This design comes from an exercise in tuning for small area, a short achievable clock period and few clock cycles per item on the open sky130 flow, not from production work.
Function was checked by simulation only, so behaviour that the tests miss may differ from the original.
Power is estimated from default activity; no workload was simulated.

== before ==
Design mvm_layer, start of the top module:
module mvm_layer (
   input  logic  clk,
   input  logic  reset,
   input  logic  s_valid,
   output logic  s_ready,
   input  logic signed [16-1:0] data_in,
   output logic  m_valid,
   input  logic  m_ready,
   output logic signed [16-1:0] data_out
);
Settings: LEC_CHECK=0, CAP_MARGIN=20, CORE_MARGIN=2, CORE_UTILIZATION=50, CTS_CLUSTER_DIAMETER=80, CTS_CLUSTER_SIZE=25, PLACE_DENSITY=0.7, SETUP_SLACK_MARGIN=4.6, SLEW_MARGIN=20; clock period 7.0 ns.
standard.sh (not shown) runs the stock make flow with config.mk's settings and CLKGATE_MAP_FILE= SYNTH_SCRIPT=/design/flow/synth_recipe.tcl, a recipe that flattens the netlist after the stock synthesis.
==> flow/flow/run.sh <==
#!/bin/bash
# Layout flow: the standard synthesis, then a polarity pass on the full
# adders of the synthesized netlist (flow/polfix.py: a full adder is
# self-dual, so complementing its inputs complements its outputs; choosing
# each adder's polarity removes most inverters between adders), checked
# against the synthesized netlist on random vectors (flow/neteq.py), then the
# standard flow from floorplan to the final layout.
set -euo pipefail
R=orfs/results/${FLOW_PLATFORM}/mvm_layer/base

bash standard.sh synth > synth.log 2>&1

cp $R/1_2_yosys.v $R/1_2_yosys_std.v
python3 flow/polfix.py $R/1_2_yosys_std.v $R/1_2_yosys_pol.v > polfix.log 2>&1
python3 flow/neteq.py $R/1_2_yosys_std.v $R/1_2_yosys_pol.v 40 > neteq.log 2>&1
cp $R/1_2_yosys_pol.v $R/1_2_yosys.v
rm -f $R/1_synth.odb $R/1_synth.sdc

bash standard.sh > layout.log 2>&1
Other scripts of this flow, unchanged in this note and not shown: flow/flow/neteq.py, flow/flow/polfix.py
Testbench counts of before, summed over its fixed seeds: cycles 5,216, frames 320.
Modified inputs, after compared to before
# before
export LEC_CHECK = 0
export CAP_MARGIN = 20
export CORE_MARGIN = 2
export CORE_UTILIZATION = 50
export CTS_CLUSTER_DIAMETER = 80
export CTS_CLUSTER_SIZE = 25
export PLACE_DENSITY = 0.7
export SETUP_SLACK_MARGIN = 4.6
export SLEW_MARGIN = 20
create_clock -name core_clock -period 7.0 [get_ports {clk}]
# after
export LEC_CHECK = 0
export ABC_AREA = 1
export CAP_MARGIN = 20
export CORE_MARGIN = 2
export CORE_UTILIZATION = 40
export CTS_CLUSTER_DIAMETER = 80
export CTS_CLUSTER_SIZE = 25
export PLACE_DENSITY = 0.6
export SETUP_SLACK_MARGIN = 4.6
export SLEW_MARGIN = 20
create_clock -name core_clock -period 7.0 [get_ports {clk}]
## What came out
The via count reported for after is higher than the one for before.
after gives more count of inserted antenna diode cells than before did.
From before to after the numbers moved as follows: sequential share of cell area -2.3 points, wire length of the first global-routing pass +about 1.7%.
after ends up with a wire length that is 1.5% higher than in before.
Going from before to after, transition time at the pin with the least slew margin shrinks by 0.28 ns.
before → after: combinational group share of total power went up; net count after synthesis went up.

========
mvm_layer, a different RTL version from the one above (not shown whole).
Size in the first run: roughly 2900 cells after synthesis, ~38 I/O pins, roughly 37000 µm² of cells after synthesis.
export LEC_CHECK = 0
export CAP_MARGIN = 20
export CORE_MARGIN = 2
export CORE_UTILIZATION = 40
export PLACE_DENSITY = 0.6
export SETUP_SLACK_MARGIN = 4.4
export SLEW_MARGIN = 20
create_clock -name core_clock -period 7.0 [get_ports {clk}]
Scripts as last shown in full above: flow/flow/run.sh
Other scripts of this flow, unchanged in this note and not shown: flow/flow/neteq.py, flow/flow/polfix.py
The starting point went through all stages and came out clean.
Testbench counts at the start, summed over its fixed seeds: cycles 5,216, frames 320.
Edit:
- SETUP_SLACK_MARGIN: 4.4 -> 4.3
Area after synthesis is unchanged.
Cell count stays flat.
Routed wire length rises slightly.
Critical path depth rose by 3.
Non-clock buffer count is lower by 4.
Clock-buffer cell count is higher by 19.
Synthesized cell count does not change.
Design area stays flat.
Worst setup slack degrades by 0.10 ns.
Total power drops slightly.
Global-route usage rose by 0.26 points.

what the ideal ports hide:
The flow's constraints put no driver on any port. The routed layouts listed below were extracted and timed again, unchanged, in two steps. Step 1 (the two cells are an assumption about what drives the block):
set clk [get_ports {clk}]
set_driving_cell -lib_cell sky130_fd_sc_hd__clkbuf_16 $clk
set_driving_cell -lib_cell sky130_fd_sc_hd__buf_2 [delete_from_list [all_inputs] $clk]
Step 2 moves the port delays by t, midway between the first and last clock arrival at a register: inputs arrive t later, outputs are due t later. That takes back most of the time a late clock gives input paths. Slacks: ideal ports / drivers / drivers and shift; pairs: ideal ports / drivers.
run | t (ns) | setup slack, ns | latest minus earliest clock arrival (ns) | cell pins on the clock port's net
before | 0.657 | 4.511 / 4.448 / 4.032 | 0.038 / 0.037 | 1
after | 0.663 | 4.511 / 4.443 / 4.046 | 0.047 / 0.047 | 1
the first run of note 2 | 0.700 | 4.386 / 4.332 / 3.778 | 0.034 / 0.033 | 1
the second run of note 2 | 0.697 | 4.284 / 4.279 / 3.711 | 0.029 / 0.029 | 1
After both steps setup and hold are still met in every run listed. For the first run of note 2, which loses most, drivers alone change the setup slack by -0.054 ns; drivers and shift together by -0.608 ns.
